Background: an optimization exercise with open tools, aiming at small area and a short achievable clock period. Do not read the settings as production practice.
Only simulation tests tie the RTL to the original design; equivalence was not proved.
Power is estimated from default activity; no workload was simulated.

// bus_responder
module bus_responder #(
  parameter int AW    = bus_pkg::AW_DEF,
  parameter int DW    = bus_pkg::DW_DEF,
  parameter int DEPTH = 200,
  parameter int WAIT  = 2
) (
  input  logic          clk,
  input  logic          rst,
  input  logic          mreq,
  output logic          mgrnt,
  input  logic          mas,
  input  logic          mrw,
  input  logic [AW-1:0] maddr,
  input  logic [DW-1:0] mwdata,
  output logic [DW-1:0] mrdata,
  output logic          mrdy,
  output logic          merr
);
  localparam int NRING = DEPTH / 4;
  typedef struct packed {
    logic          valid;
    logic [AW-1:0] addr;
    logic [DW-1:0] data;
    logic          drain;
    logic [DW-1:0] ins_data;
    logic [7:0]    ins_hi;
    logic [7:0]    ins_lo;
  } wb_next_t;
  typedef struct packed {
    logic       pol;
    logic [7:0] hi;
    logic [7:0] lo0;
    logic [7:0] lo2;
    logic       even;
  } rd_next_t;
  logic s_grant, s_w1, s_w2, s_ack;
  logic s_idle;
  logic          rw_r;
  logic          oor_r;
  logic          wr_ok_r;
  logic [AW-1:0] addr_r;
  logic [DW-1:0] wdata_r;
  logic [2:0]    phase_r;
  logic          wb_valid_r;
  logic [AW-1:0] wb_addr_r;
  logic [DW-1:0] wb_data_r;
  logic          drain_r;
  logic [DW-1:0] ins_data_r;
  logic [7:0]    ins_hi_r;
  logic [7:0]    ins_lo_r;
  logic          cap_r;
  logic          fwd_r;
  logic          rd_pol_r;
  logic [7:0]    rd_hi_r;
  logic [7:0]    rd_lo0_r;
  logic [7:0]    rd_lo2_r;
  logic [4*DW-1:0] part_r;
  logic            hfwd_r;
  logic            hpol_r;
  logic          mgrnt_r;
  ...
Size: roughly 1700 flip-flops, roughly 32 I/O pins, roughly 46000 um2 of cells after synthesis.
clock: 4.0 ns
lec_check: 0
abc_clock_period_in_ps: 2500
cap_margin: 20
core_margin: 2
core_utilization: 60
cts_cluster_diameter: 80
cts_cluster_size: 28
setup_slack_margin: 1.5
slew_margin: 20
standard.sh (not shown) runs the stock make flow with config.mk's settings and CLKGATE_MAP_FILE= SYNTH_SCRIPT=/design/flow/synth_recipe.tcl, a recipe that flattens the netlist after the stock synthesis.
==> flow/flow/run.sh <==
#!/bin/bash
# The standard layout, with two changes: the port buffers are buf_4 cells
# instead of the slow delay-buffer cell buffer_ports picks by itself, and
# timing repair may resize a cell to any drive strength of the same function,
# not only to cells of the same footprint.
set -euo pipefail
bash standard.sh MATCH_CELL_FOOTPRINT=0 \
  "BUFFER_PORTS_ARGS=-buffer_cell sky130_fd_sc_hd__buf_4" \
  finish > standard_flow.log 2>&1
The first run went through all stages and came out clean.
Next try:
==> flow/run.sh (new file) <==
#!/bin/bash
# synth_recipe.tcl (not shown) runs the flow's synth.tcl, then flattens the netlist and writes it again
# the make line also repeats each setting of config.mk as NAME=value (left out here)
make -C /OpenROAD-flow-scripts/flow DESIGN_CONFIG=/design/flow/config.mk WORK_HOME=/design/flow/orfs CLKGATE_MAP_FILE= SYNTH_SCRIPT=/design/flow/synth_recipe.tcl finish
removed: flow/flow/run.sh
removed: flow/standard.sh
Outcome: Design area hardly moves; die area does not change; synthesized cell count does not change; clock skew shrinks by 0.0080 ns.

========
old:
bus_responder, a different RTL version from the one above (not shown whole).
For scale: roughly 3,400 cells after synthesis, ~32 I/O pins, ~44,000 µm² of cells after synthesis.
export LEC_CHECK = 0
export ABC_CLOCK_PERIOD_IN_PS = 2500
export CAP_MARGIN = 20
export CORE_MARGIN = 2
export CORE_UTILIZATION = 60
export CTS_CLUSTER_DIAMETER = 80
export CTS_CLUSTER_SIZE = 28
export SETUP_SLACK_MARGIN = 1.5
export SLEW_MARGIN = 20
create_clock -name core_clock -period 4.0 [get_ports {clk}]
run.sh (not shown) runs the stock make flow with config.mk's settings and CLKGATE_MAP_FILE= SYNTH_SCRIPT=/design/flow/synth_recipe.tcl, a recipe that flattens the netlist after the stock synthesis.
Stock flow here: none of the scripts above is used.
diff inputs: old => new
==> flow/flow/run.sh (new file) <==
#!/bin/bash
# The standard layout, with two changes: the port buffers are buf_4 cells
# instead of the slow delay-buffer cell buffer_ports picks by itself, and
# timing repair may resize a cell to any drive strength of the same function,
# not only to cells of the same footprint.
set -euo pipefail
bash standard.sh MATCH_CELL_FOOTPRINT=0 \
  "BUFFER_PORTS_ARGS=-buffer_cell sky130_fd_sc_hd__buf_4" \
  finish > standard_flow.log 2>&1
==> flow/standard.sh (new file) <==
#!/bin/bash
# synth_recipe.tcl (not shown) runs the flow's synth.tcl, then flattens the netlist and writes it again
# the make line also repeats each setting of config.mk as NAME=value (left out here)
make -C /OpenROAD-flow-scripts/flow DESIGN_CONFIG=/design/flow/config.mk WORK_HOME=/design/flow/orfs CLKGATE_MAP_FILE= SYNTH_SCRIPT=/design/flow/synth_recipe.tcl "${@:-finish}"
removed: flow/run.sh
Findings:
- Cell area delta (new -> old): insignificant
- Power density normalized to cell area, new vs old: down slightly
- new gives less setup slack than old did.
- On new: overall power of the completed layout is 0.22 mW lower than what old gave.
- Taking old as the reference point, the minimum period implied by the final worst setup slack of new rises by 84 ps.

========
bus_responder, a different RTL version from the one above (not shown whole).
Size: ~32 I/O pins, about 46,000 um^2 of cells after synthesis.
Settings: LEC_CHECK=0, ABC_CLOCK_PERIOD_IN_PS=2500, CAP_MARGIN=20, CORE_MARGIN=2, CORE_UTILIZATION=70, CTS_CLUSTER_DIAMETER=80, CTS_CLUSTER_SIZE=28, SETUP_SLACK_MARGIN=1.5, SLEW_MARGIN=20; clock period 4.0 ns.
Stock flow here: none of the scripts above is used.
==> next run, changes <==
--- a/flow/config.mk
+++ b/flow/config.mk
@@ -10,6 +10,6 @@
 export CORE_MARGIN = 2
-export CORE_UTILIZATION = 70
+export CORE_UTILIZATION = 60
 export CTS_CLUSTER_DIAMETER = 80
 export CTS_CLUSTER_SIZE = 28
-export SETUP_SLACK_MARGIN = 1.5
+export SETUP_SLACK_MARGIN = 2.2
 export SLEW_MARGIN = 20
Result: The new run went through all stages and came out clean; clock power is higher by about 0.7%; cell count is higher by about 5.5%; total power is higher by about 0.6%.
==> next run, changes <==
--- a/flow/config.mk
+++ b/flow/config.mk
@@ -13,3 +13,3 @@
 export CTS_CLUSTER_SIZE = 28
-export SETUP_SLACK_MARGIN = 2.2
+export SETUP_SLACK_MARGIN = 2.5
 export SLEW_MARGIN = 20
The changed run passed the timing, DRC and antenna checks; via count is higher by 4.6%; area after synthesis is unchanged; cell area is higher by about 6%.
==> next run, changes <==
--- a/flow/config.mk
+++ b/flow/config.mk
@@ -13,3 +13,3 @@
 export CTS_CLUSTER_SIZE = 28
-export SETUP_SLACK_MARGIN = 2.5
+export SETUP_SLACK_MARGIN = 1.9
 export SLEW_MARGIN = 20
Effect: Design area falls by 8.2%. Worst setup slack loses 0.14 ns. Die area stays the same. Register-to-register slack loses 0.14 ns. Core utilization falls by 5.9 points. Total power falls by 1.2%. Clock skew falls by 0.0056 ns. Non-clock buffer count falls by 155. Critical path depth falls by 4. Fmax falls by about 6%.
==> next run, changes <==
==> flow/flow/run.sh (new file) <==
#!/bin/bash
# The standard layout, with two changes: the port buffers are buf_4 cells
# instead of the slow delay-buffer cell buffer_ports picks by itself, and
# timing repair may resize a cell to any drive strength of the same function,
# not only to cells of the same footprint.
set -euo pipefail
bash standard.sh MATCH_CELL_FOOTPRINT=0 \
  "BUFFER_PORTS_ARGS=-buffer_cell sky130_fd_sc_hd__buf_4" \
  finish > standard_flow.log 2>&1
==> flow/standard.sh (new file) <==
#!/bin/bash
# synth_recipe.tcl (not shown) runs the flow's synth.tcl, then flattens the netlist and writes it again
# the make line also repeats each setting of config.mk as NAME=value (left out here)
make -C /OpenROAD-flow-scripts/flow DESIGN_CONFIG=/design/flow/config.mk WORK_HOME=/design/flow/orfs CLKGATE_MAP_FILE= SYNTH_SCRIPT=/design/flow/synth_recipe.tcl "${@:-finish}"
--- a/flow/config.mk
+++ b/flow/config.mk
@@ -13,3 +13,3 @@
 export CTS_CLUSTER_SIZE = 28
-export SETUP_SLACK_MARGIN = 1.9
+export SETUP_SLACK_MARGIN = 2.0
 export SLEW_MARGIN = 20
removed: flow/run.sh
=> Cell area barely changes; total power stays flat; die area does not change; register-to-register slack improved by 0.05 ns; worst setup slack improves by 0.051 ns; global-route usage came out higher by 0.29 points; synthesized cell count does not change; sequential power hardly moves; non-clock buffer count is unchanged; fmax is higher by 2.4%; final cell count stays flat.

========
== garnet ==
bus_responder, a different RTL version from the one above (not shown whole).
Size in the first run: roughly 3200 cells after synthesis, about 1700 flip-flops, roughly 45000 µm² of cells after synthesis.
==> flow/config.mk <==
export PLATFORM = sky130hd
export DESIGN_NAME = bus_responder
export DESIGN_NICKNAME = bus_responder
export VERILOG_FILES = /design/flow/design.v
export SDC_FILE = /design/flow/constraint.sdc
export NUM_CORES = 4
export LEC_CHECK = 0
export CAP_MARGIN = 20
export CORE_MARGIN = 2
export CORE_UTILIZATION = 65
export SLEW_MARGIN = 20
==> flow/constraint.sdc <==
create_clock -name core_clock -period 4.0 [get_ports {clk}]
set_input_delay 0.8000 -clock core_clock [delete_from_list [all_inputs] [get_ports {clk}]]
set_output_delay 0.8000 -clock core_clock [all_outputs]
set_load 0.01 [all_outputs]
Stock flow here: none of the scripts above is used.
garnet: PASS, flow complete, no timing, DRC or antenna violations
> inputs changed (garnet -> raven)
Settings: CORE_UTILIZATION changed from 65 to 40.
### Flow results
The area of the die in raven is 1.6 times that in garnet. For raven, the master of the slowest instance on the critical path was sky130_fd_sc_hd__a2111oi_1, unlike garnet, where it was sky130_fd_sc_hd__edfxtp_1. In the route summary, raven ends up with a via count below that of garnet. Part of the total power dissipated in the clock network: raven vs garnet up 1.1 points.
### raven -> zinc
Settings: setting ABC_CLOCK_PERIOD_IN_PS to 2500 for the first time; setting SETUP_SLACK_MARGIN to 1.5 for the first time; changing CORE_UTILIZATION from 40 to 60.
## What came out
Measured against each other, zinc and raven differ in minimum hold slack, the higher figure coming from zinc.
Routed wire length: zinc worse than raven
Compared to raven, zinc has largest vdd supply drop 0.000016 V higher.

port drivers added, routing unchanged:
No port has a modelled driver above. Below, the same layouts with a new extraction and two added sets of constraints.
Step 1, drivers: a clkbuf_16 drives clk and a buf_2 each remaining input, both assumed.
Step 2 moves the port delays by t, midway between the first and last clock arrival at a register: inputs arrive t later, outputs are due t later. That takes back most of the time a late clock gives input paths.
Slacks: ideal / step 1 / step 2; pairs: ideal / step 1.
| run | t (ns) | setup WS [ns] | hold WS [ns] | worst setup path after step 2 | slew at the worst register clock pin (ns) |
|---|---|---|---|---|---|
| the first run of note 1 | 0.716 | 1.503 / 1.503 / 1.211 | 0.316 / 0.288 / 0.316 | input to register | 0.11 / 0.11 |
| the second run of note 1 | 0.712 | 1.554 / 1.554 / 0.976 | 0.325 / 0.325 / 0.325 | input to register | 0.11 / 0.11 |
| old | 0.724 | 1.381 / 1.381 / 0.903 | 0.318 / 0.318 / 0.318 | input to register | 0.11 / 0.11 |
| new | 0.706 | 1.296 / 1.296 / 1.069 | 0.326 / 0.303 / 0.326 | input to register | 0.11 / 0.11 |
| the first run of note 3 | 0.720 | 1.604 / 1.556 / 0.927 | 0.327 / 0.327 / 0.327 | input to register | 0.11 / 0.11 |
| the second run of note 3 | 0.722 | 1.970 / 1.970 / 1.402 | 0.325 / 0.325 / 0.325 | input to register | 0.11 / 0.11 |
| the third run of note 3 | 0.749 | 1.942 / 1.942 / 1.433 | 0.320 / 0.320 / 0.320 | input to register | 0.11 / 0.11 |
| the fourth run of note 3 | 0.715 | 1.807 / 1.807 / 1.275 | 0.321 / 0.321 / 0.321 | input to register | 0.11 / 0.11 |
| the fifth run of note 3 | 0.715 | 1.857 / 1.857 / 1.494 | 0.321 / 0.282 / 0.321 | input to register | 0.11 / 0.11 |
| garnet | 0.829 | 0.300 / 0.300 / 0.300 | 0.310 / 0.310 / 0.310 | register to register | 0.07 / 0.07 |
| raven | 0.830 | 0.142 / 0.142 / 0.142 | 0.303 / 0.303 / 0.303 | register to register | 0.08 / 0.08 |
| zinc | 0.829 | 1.019 / 1.019 / 1.019 | 0.313 / 0.313 / 0.313 | register to register | 0.07 / 0.07 |
After both steps every run listed still meets setup and hold. For the first run of note 3, which loses most, drivers alone change the setup slack by -0.048 ns; drivers and shift together by -0.677 ns.
